This is an optimization exercise on Yosys and OpenROAD, whose aim is small area and a short achievable clock period, not a production implementation.
In this exercise RTL edits were held to simulation tests only and were not proved equivalent to the original.
Power figures rest on the tool's default switching activity, not on a simulated workload.

`flow/design.v`:
```
package cmp_pkg;
    localparam int OPERAND_WIDTH = 512;
    localparam int GROUP_WIDTH = 32;
    localparam int NUM_GROUPS = OPERAND_WIDTH / GROUP_WIDTH;
    localparam int NUM_GROUPS2 = 4;
    localparam int LEAF_WIDTH = 1;
    localparam int PIPE_LATENCY = 4;
    function automatic bit odd_log2(input int n);
        bit r;
        r = 1'b0;
        for (int k = n; k > 1; k = k / 2) begin
            r = ~r;
        end
        odd_log2 = r;
    endfunction
    typedef struct packed {
        logic [OPERAND_WIDTH-1:0] a;
        logic [OPERAND_WIDTH-1:0] b;
    } operand_pair_t;
    typedef struct packed {
        logic gt;
        logic eq;
        logic lt;
    } cmp_flags_t;
    typedef union packed {
        logic [2:0] code;
        cmp_flags_t flags;
    } cmp_result_u;
endpackage
`timescale 1ns/1ps
module operand_capture (
    input  cmp_pkg::operand_pair_t                operands,
    output logic [cmp_pkg::NUM_GROUPS-1:0]        gt_c,
    output logic [cmp_pkg::NUM_GROUPS-1:0]        ge_c
);
    localparam int GW = cmp_pkg::GROUP_WIDTH;
    for (genvar g = 0; g < cmp_pkg::NUM_GROUPS; g++) begin : g_grp
        group_select #(.W(GW), .LW(cmp_pkg::LEAF_WIDTH)) i_grp (
            .a    (operands.a[g*GW +: GW]),
            .b    (operands.b[g*GW +: GW]),
            .gt_o (gt_c[g]),
            .ge_o (ge_c[g])
        );
    end
endmodule
`timescale 1ns/1ps
module cmp_inv (
    input  logic x,
    output logic x_n
);
    assign x_n = ~x;
endmodule
module cmp_leaf #(
    parameter int W = 1
) (
    input  logic [W-1:0] a,
    input  logic [W-1:0] b,
    output logic         gt_n,
    output logic         ge_n
);
    if (W == 1) begin : g_bit
        logic b_n;
        cmp_inv i_inv (
            .x   (b[0]),
            .x_n (b_n)
        );
        assign gt_n = ~(a[0] & b_n);
        assign ge_n = ~(a[0] | b_n);
    end else begin : g_slice
        assign gt_n = ~(a > b);
        assign ge_n = ~(a >= b);
    end
endmodule
module cmp_node #(
    parameter bit INV_IN = 1'b0
) (
    input  logic gt_h,
    input  logic ge_h,
    input  logic gt_l,
    input  logic ge_l,
    output logic gt_o,
    output logic ge_o
);
    if (INV_IN) begin : g_inv
        assign gt_o = ~(gt_h & (ge_h | gt_l));
        assign ge_o = ~(gt_h & (ge_h | ge_l));
    end else begin : g_true
        assign gt_o = ~(ge_h & (gt_h | gt_l));
        assign ge_o = ~(ge_h & (gt_h | ge_l));
    end
endmodule
module gp_tree #(
    parameter int N      = 2,
    parameter bit INV_IN = 1'b0
) (
    input  logic [N-1:0] gt_in,
    input  logic [N-1:0] ge_in,
    output logic         gt_out,
    output logic         ge_out
);
    if (N == 2) begin : g_pair
        cmp_node #(.INV_IN(INV_IN)) i_node (
            .gt_h (gt_in[1]),
            .ge_h (ge_in[1]),
            .gt_l (gt_in[0]),
            .ge_l (ge_in[0]),
            .gt_o (gt_out),
            .ge_o (ge_out)
        );
    end else begin : g_split
        localparam int H = N / 2;
        localparam bit INV_MID = INV_IN ^ cmp_pkg::odd_log2(H);
        logic gt_hi, ge_hi, gt_lo, ge_lo;
        gp_tree #(.N(H), .INV_IN(INV_IN)) i_hi (
            .gt_in  (gt_in[N-1:H]),
            .ge_in  (ge_in[N-1:H]),
            .gt_out (gt_hi),
            .ge_out (ge_hi)
        );
        gp_tree #(.N(H), .INV_IN(INV_IN)) i_lo (
            .gt_in  (gt_in[H-1:0]),
            .ge_in  (ge_in[H-1:0]),
            .gt_out (gt_lo),
            .ge_out (ge_lo)
        );
        cmp_node #(.INV_IN(INV_MID)) i_node (
            .gt_h (gt_hi),
            .ge_h (ge_hi),
            .gt_l (gt_lo),
            .ge_l (ge_lo),
            .gt_o (gt_out),
            .ge_o (ge_out)
        );
    end
endmodule
`timescale 1ns/1ps
module group_select #(
    parameter int W  = 8,
    parameter int LW = 1
) (
    input  logic [W-1:0] a,
    input  logic [W-1:0] b,
    output logic         gt_o,
    output logic         ge_o
);
    localparam int NL = W / LW;
    logic [NL-1:0] gt_n, ge_n;
    for (genvar i = 0; i < NL; i++) begin : g_leaf
        cmp_leaf #(.W(LW)) i_leaf (
            .a    (a[LW*i +: LW]),
            .b    (b[LW*i +: LW]),
            .gt_n (gt_n[i]),
            .ge_n (ge_n[i])
        );
    end
    gp_tree #(.N(NL), .INV_IN(1'b1)) i_tree (
        .gt_in  (gt_n),
        .ge_in  (ge_n),
        .gt_out (gt_o),
        .ge_out (ge_o)
    );
endmodule
`timescale 1ns/1ps
module result_encode (
    input  logic                 gt,
    input  logic                 ge,
    output cmp_pkg::cmp_result_u code
);
    always_comb begin
        code.flags.gt = gt;
        code.flags.eq = ge & ~gt;
        code.flags.lt = ~ge;
    end
endmodule
`timescale 1ns/1ps
module comparator_512bit (
    input  logic                   clk,
    input  logic                   reset,
    input  logic                   in_valid,
    input  cmp_pkg::operand_pair_t operands,
    output logic                   result_valid,
    output cmp_pkg::cmp_result_u   result
);
    localparam int NG  = cmp_pkg::NUM_GROUPS;
    localparam int NG2 = cmp_pkg::NUM_GROUPS2;
    localparam int S2  = NG / NG2;
    localparam bit INV1 = ~cmp_pkg::odd_log2(cmp_pkg::GROUP_WIDTH / cmp_pkg::LEAF_WIDTH);
    localparam bit INV2 = INV1 ^ cmp_pkg::odd_log2(S2);
    localparam bit INV3 = INV2 ^ cmp_pkg::odd_log2(NG2);
    logic           v1, v2, v3;
    logic [NG-1:0]  gt1_c, ge1_c;
    logic [NG-1:0]  gt1, ge1;
    logic [NG2-1:0] gt2_c, ge2_c;
    logic [NG2-1:0] gt2, ge2;
    logic           gt3_c, ge3_c;
    logic           gt3, ge3;
    cmp_pkg::cmp_result_u code_c;
    operand_capture i_operand_capture (
        .operands (operands),
        .gt_c     (gt1_c),
        .ge_c     (ge1_c)
    );
    always_ff @(posedge clk) begin
        if (reset) v1 <= 1'b0;
        else       v1 <= in_valid;
        gt1 <= gt1_c;
        ge1 <= ge1_c;
    end
    for (genvar g = 0; g < NG2; g++) begin : g_stage2
        gp_tree #(.N(S2), .INV_IN(INV1)) i_tree (
            .gt_in  (gt1[g*S2 +: S2]),
            .ge_in  (ge1[g*S2 +: S2]),
            .gt_out (gt2_c[g]),
            .ge_out (ge2_c[g])
        );
    end
    always_ff @(posedge clk) begin
        if (reset) v2 <= 1'b0;
        else       v2 <= v1;
        gt2 <= gt2_c;
        ge2 <= ge2_c;
    end
    gp_tree #(.N(NG2), .INV_IN(INV2)) i_stage3 (
        .gt_in  (gt2),
        .ge_in  (ge2),
        .gt_out (gt3_c),
        .ge_out (ge3_c)
    );
    always_ff @(posedge clk) begin
        if (reset) v3 <= 1'b0;
        else       v3 <= v2;
        gt3 <= gt3_c ^ INV3;
        ge3 <= ge3_c ^ INV3;
    end
    result_encode i_result_encode (
        .gt   (gt3),
        .ge   (ge3),
        .code (code_c)
    );
    always_ff @(posedge clk) begin
        if (reset) begin
            result_valid <= 1'b0;
            result.code  <= 3'b000;
        end else begin
            result_valid <= v3;
            if (v3) begin
                result <= code_c;
            end
        end
    end
endmodule
```
`flow/flow/run.sh`:
```
#!/bin/bash
# Standard layout, with these changes: the port buffers are the smallest buffer, except that
# the output ports get a stronger buffer and stronger registers after global placement, the
# combinational cells start at their smallest size before floorplanning, and the operand
# pins are placed in runs of positions along the die edge; clock tree synthesis adds no
# dummy loads.
set -uo pipefail
HERE=$(pwd)
export BUFFER_PORTS_ARGS="-buffer_cell sky130_fd_sc_hd__buf_1"
export POST_GLOBAL_PLACE_TCL="$HERE/flow/outbuf.tcl"
export PRE_FLOORPLAN_TCL="$HERE/flow/downsize.tcl"
export PRE_IO_PLACEMENT_TCL="$HERE/flow/io.tcl"
export CTS_ARGS="-sink_clustering_enable -repair_clock_nets -dont_use_dummy_load"
bash standard.sh > "$HERE/standard.log" 2>&1
```
`flow/flow/downsize.tcl`:
```
# Set every combinational cell from synthesis to its smallest drive strength;
# the resizer steps of the flow size up again only where timing, slew or load need it.
set db [ord::get_db]
set n 0
foreach inst [[ord::get_db_block] getInsts] {
  set name [[$inst getMaster] getName]
  if {![regexp {^(sky130_fd_sc_hd__([a-z0-9]+))_([0-9]+)$} $name -> base fn size]} { continue }
  if {[regexp {^(df|dl|sdf|edf|sed|tap|fill|decap|conb|diode)} $fn]} { continue }
  if {$size <= 1} { continue }
  set small [$db findMaster ${base}_1]
  if {$small eq "NULL" || $small eq ""} { continue }
  $inst swapMaster $small
  incr n
}
puts "downsize: $n cells set to drive strength 1"
```
`flow/flow/io.tcl`:
```
# Operand positions in runs of 32: each run's 64 pins (a and b bit of a position side by
# side, positions in order) sit together on one stretch of the die edge, so the comparison
# tree of a run can be placed next to its pins.
set die [ord::get_die_area]
set w [expr {[lindex $die 2] - [lindex $die 0]}]
set h [expr {[lindex $die 3] - [lindex $die 1]}]
# runs per edge: bottom, right, top, left
set edges {bottom right top left}
set counts {5 3 5 3}
set g 0
foreach edge $edges n $counts {
  set len [expr {($edge eq "bottom" || $edge eq "top") ? $w : $h}]
  set step [expr {($len - 10.0) / $n}]
  for {set k 0} {$k < $n} {incr k} {
    set lo [expr {5.0 + $k * $step}]
    set hi [expr {$lo + $step}]
    set pins {}
    for {set i [expr {$g * 32}]} {$i < [expr {$g * 32 + 32}]} {incr i} {
      lappend pins "operands\[[expr {512 + $i}]\]" "operands\[$i\]"
    }
    set_io_pin_constraint -pin_names $pins -region $edge:$lo-$hi
    set_io_pin_constraint -group -order -pin_names $pins
    incr g
  }
}
```
`flow/flow/outbuf.tcl`:
```
# The output ports are due early in the cycle: give their port buffers and the registers
# that drive them a stronger drive (same cells, larger size; placement legalizes after).
set db [ord::get_db]
set block [ord::get_db_block]
set ff2 [$db findMaster sky130_fd_sc_hd__dfxtp_2]
set buf2 [$db findMaster sky130_fd_sc_hd__buf_2]
foreach bt [$block getBTerms] {
  if {[$bt getIoType] ne "OUTPUT"} { continue }
  set buf ""
  foreach it [[$bt getNet] getITerms] {
    if {[$it isOutputSignal]} { set buf [$it getInst] }
  }
  if {$buf eq ""} { continue }
  if {[[$buf getMaster] getName] eq "sky130_fd_sc_hd__buf_1"} {
    $buf swapMaster $buf2
    puts "outbuf: [$buf getName] set to buf_2"
  }
  foreach it [$buf getITerms] {
    if {![$it isInputSignal]} { continue }
    foreach d [[$it getNet] getITerms] {
      if {![$d isOutputSignal]} { continue }
      set ff [$d getInst]
      if {[[$ff getMaster] getName] eq "sky130_fd_sc_hd__dfxtp_1"} {
        $ff swapMaster $ff2
        puts "outbuf: [$ff getName] set to dfxtp_2"
      }
    }
  }
}
```
`flow/standard.sh`:
```
#!/bin/bash
# synth_recipe.tcl (not shown) runs the flow's synth.tcl, then flattens the netlist and writes it again
# the make line also repeats each setting of config.mk as NAME=value (left out here)
make -C /OpenROAD-flow-scripts/flow DESIGN_CONFIG=/design/flow/config.mk WORK_HOME=/design/flow/orfs CLKGATE_MAP_FILE= SYNTH_SCRIPT=/design/flow/synth_recipe.tcl "${@:-finish}"
```
`flow/config.mk`:
```
export PLATFORM = sky130hd
export DESIGN_NAME = comparator_512bit
export DESIGN_NICKNAME = comparator_512bit
export VERILOG_FILES = /design/flow/design.v
export SDC_FILE = /design/flow/constraint.sdc
export NUM_CORES = 4
export LEC_CHECK = 0
export CAP_MARGIN = 20
export CORE_AREA = 4 4 316 316
export DIE_AREA = 0 0 320 320
export SETUP_SLACK_MARGIN = 1.2
export SLEW_MARGIN = 20
export SYNTH_HIERARCHICAL = 1
```
`flow/constraint.sdc`:
```
create_clock -name core_clock -period 2.8 [get_ports {clk}]
set_input_delay 0.5600 -clock core_clock [delete_from_list [all_inputs] [get_ports {clk}]]
set_output_delay 0.5600 -clock core_clock [all_outputs]
set_load 0.01 [all_outputs]
```
==> impl_metrics.csv <==
group,metric,value,unit
yosys,synth_compound_area_share,42.8,%
cells_and_area,post_route_cells_drive_above_1_share,0.356,%
grt,grt_max_degree,18,
critical_path,crit_type,"reg -> out",
power_and_ir_drop,p_sw_share,46.5,%
drt,drt-initial-drc-count,516,
cells_and_area,syn2layout_area_growth,46.8,%
placement,dp_hpwl,39300,um
sta,tns,0,ps
yosys,synth_area,11900,um2
sta,tightest_slew,628,ps
floorplanning,die_y,320,um
sta,setup_viol,0,
cells_and_area,nNetsFinal,4683,
critical_path,worstPathArrival,790,ps
sta,finalCritPeriodShare,48.2,%
yosys,synth_warnings,8,
power_and_ir_drop,p_leak,0.00790,uW
clock_tree,ctsHtreeMaxLevel,2,
sta,final-max-slew-violation-count,0,
grt,grt_remaining_overflow,0,
power_and_ir_drop,p_switching,1960,uW
drt,first_pass_iters,8,
yosys,synthesis.nets,3647,
drt,detail-route-antenna-nets,0,
critical_path,endpoint_kind,"output port",
clock_tree,clockBufferDepth,2,
sta,rsz0062_at_grt,"false",
yosys,yosysSeqAreaShare,8.21,%
sta,fmax,0.741,GHz
power_and_ir_drop,power.share.clock,15.7,%
critical_path,path_cells,"buf_2",
floorplanning,pin_count,1031,
yosys,syn-mean-instance-area,4.56,um2
power_and_ir_drop,pwr-share-comb,59.9,%
critical_path,max_stage_delay,330,ps
yosys,synthMuxAreaShare,0.251,%
job,maxCapViolCount,0,
critical_path,crit_fanout,2,
clock_tree,cts_tree,"yes",
critical_path,cp_slowest_cell,"dfxtp_2",
cells_and_area,n_antenna_cell,0,
yosys,synthSimpleGateAreaFrac,32.6,%
floorplanning,die_area,102000,um2
power_and_ir_drop,intPower,2260,uW
cells_and_area,post-route-util,18.2,%
yosys,yosys.cell_types.count,9,
critical_path,path_buf_inv,1,
drt,avgViaCountPerCell,3.82,
critical_path,startpoint_type,"register",
placement,post-place-cells,4925,
critical_path,path_delay_family,"flip-flops",
floorplanning,die_width,320,um
yosys,synth_xor_area_share,0,%
power_and_ir_drop,power_frac_seq,24.4,%
grt,groute.usage.overall,7.39,%
placement,io_buffers,1030,
clock_tree,path_clk_slew,80,ps
power_and_ir_drop,pwr_density_cell,241,nW/um2
grt,grt_pass1_vias,16752,
sta,min_period,1350,ps
drt,vias,18850,
floorplanning,core-area,96600,um2
clock_tree,cts_resized,0,
floorplanning,initial_core_util,12.4,%
clock_tree,cts_setup_buffers,0,
worst_hold_path,hold_path_class,"reg -> reg",
yosys,synth_top_family_by_area,"compound AO/OA/AOI/OAI gates",
sta,hold_viol_final,0,
power_and_ir_drop,peakVddDrop,0.000196,V
drt,wl,41900,um
drt,drc,0,
clock_tree,clk_latency,330,ps
outcome,status,"no timing/DRC/antenna violations",
grt,grt_first_pass_wirelength,65000,um
sta,relSlewSlack,57.8,%
yosys,synth_fa_ha_area_share,0,%
floorplanning,rows,114,
clock_tree,root_buffer,"clkbuf_16",
clock_tree,cts_buffers,5,
clock_tree,clock-sinks,49,
yosys,synth_seq_cells,49,
yosys,synth_cells,2620,
grt,antenna_found_initial,3,
critical_path,cp.required,2240,ps
clock_tree,cts_hold_buf,0,
sta,fin_skew,9.16,ps
drt,routedWlPerCell,8.49,um
cells_and_area,instances_no_fill,4930,
-- flip-flops by register name, summed over array words and instances, names as in the netlist --
name / cells
result_valid: 1
v3: 1
ge1: 16
gt2: 4
result: 3
ge3: 1
v2: 1
v1: 1
ge2: 4
gt3: 1
gt1: 16
-- per-stage QoR --
step                hold WS, ps  instance area (um2)  worst slack (ps)  power [uW]
floorplan                   414                11900              1410        2540
global placement            423                17400              1190        3580
detailed placement          437                17400              1160        3650
CTS                         458                17500              1390        4410
global route                462                17500              1370        4830
finish                      449                17500              1450        4230
-- per-module statistics from Yosys (local to each module, per instance), a selection --
module             cell area [um2]  flops+latches  times used  cells
comparator_512bit             1050             49           1     59
cmp_inv                       3.75              0         512      1
result_encode                 25.0              0           1      3
-- cell usage after synthesis --
library cell / instances / share of area [%]
o21ai_1: 1022 / 43
nor2_1: 515 / 16
inv_1: 513 / 16
nand2_1: 512 / 16
dfxtp_1: 49 / 8.2
nor2b_1: 4 / 0.21
mux2i_1: 3 / 0.25
buf_4: 1 / 0.063
nor2b_4: 1 / 0.12
-- layout make-up --
cell class / count / area (um2)
Tap cell: 1276 / 1600
Fill cell: 11435 / 79000
Sequential cell: 49 / 986
Multi-Input combinational cell: 2057 / 9030
Clock buffer: 5 / 125
Timing Repair Buffer: 1030 / 3870
Inverter: 513 / 1930
-- cells in the final DEF (no fill, tap or decap), types with 4 or more instances in the layout --
master and n:
inv_1 513, nor2b_1 5, buf_2 4, dfxtp_1 45, buf_1 1026, nor2_1 515
nand2_1 512, o21ai_1 1022, clkbuf_16 5, dfxtp_2 4
-- path summary, 6_finish.rpt --
| check | start | endpoint | slack [ps] | depth (start not counted) |
|---|---|---|---|---|
| worst max register to register | gt2[3] | gt3 | 1710 | 2 |
| worst min register to register | v2 | v3 | 450 | 1 |
| worst min-delay path | v2 | v3 | 450 | 1 |
| worst max-delay path | result[2] | result[2] | 1450 | 1 |
-- power groups by stage --
| stage | combinational (uW) | sequential, uW | clock [uW] |
|---|---|---|---|
| 2_1_floorplan | 1570 | 962 | 0 |
| 3_3_place_gp | 2520 | 1060 | 0 |
| 3_5_place_dp | 2580 | 1060 | 0 |
| 4_1_cts | 2590 | 1050 | 771 |
| 5_1_grt | 2990 | 1060 | 778 |
| 6_report | 2530 | 1030 | 664 |
-- cells by family (layout without fill, tap and decap cells) --
| kind of cell | after synthesis | count (layout) |
|---|---|---|
| buffers and inverters | 514 | 1548 |
| AOI/OAI and AO/OA | 1022 | 1022 |
| DFF | 49 | 49 |
| muxes | 3 | 3 |
| and+or+nand+nor | 1032 | 1032 |
-- metal layers --
| layer | up-vias | routed length (um) | global-route usage (%) |
|---|---|---|---|
| li1 | 10531 | - | - |
| met3 | 56 | 2770 | 1.30 |
| met1 | 7778 | 15700 | 7.52 |
| met2 | 485 | 22700 | 15.2 |
| met5 | - | 0 | 0 |
| met4 | 0 | 732 | 1.92 |

port drivers added, routing unchanged:
The results above use ideal ports. As a check the final layout listed here was re-extracted and re-timed, cells and wires unchanged.
Step 1 (the two cells are an assumption about what drives the block):
set clk [get_ports {clk}]
set_driving_cell -lib_cell sky130_fd_sc_hd__clkbuf_16 $clk
set_driving_cell -lib_cell sky130_fd_sc_hd__buf_2 [delete_from_list [all_inputs] $clk]
Step 2 also shifts input and output timing later by t, the mid clock arrival at the registers, as if the neighbouring blocks saw the same clock.
Three values: ideal ports, drivers, drivers and shift; two values: the first two.
t, ns: 0.376
setup WS [ns]: 1.451 / 1.400 / 1.157
hold WS [ns]: 0.449 / 0.449 / 0.449
worst setup path at the end: input to register
cell pins on the clock port's net: 1
After both steps this run still meets setup and hold. The setup slack of this run moves by -0.051 ns with the drivers and by -0.294 ns with both steps.
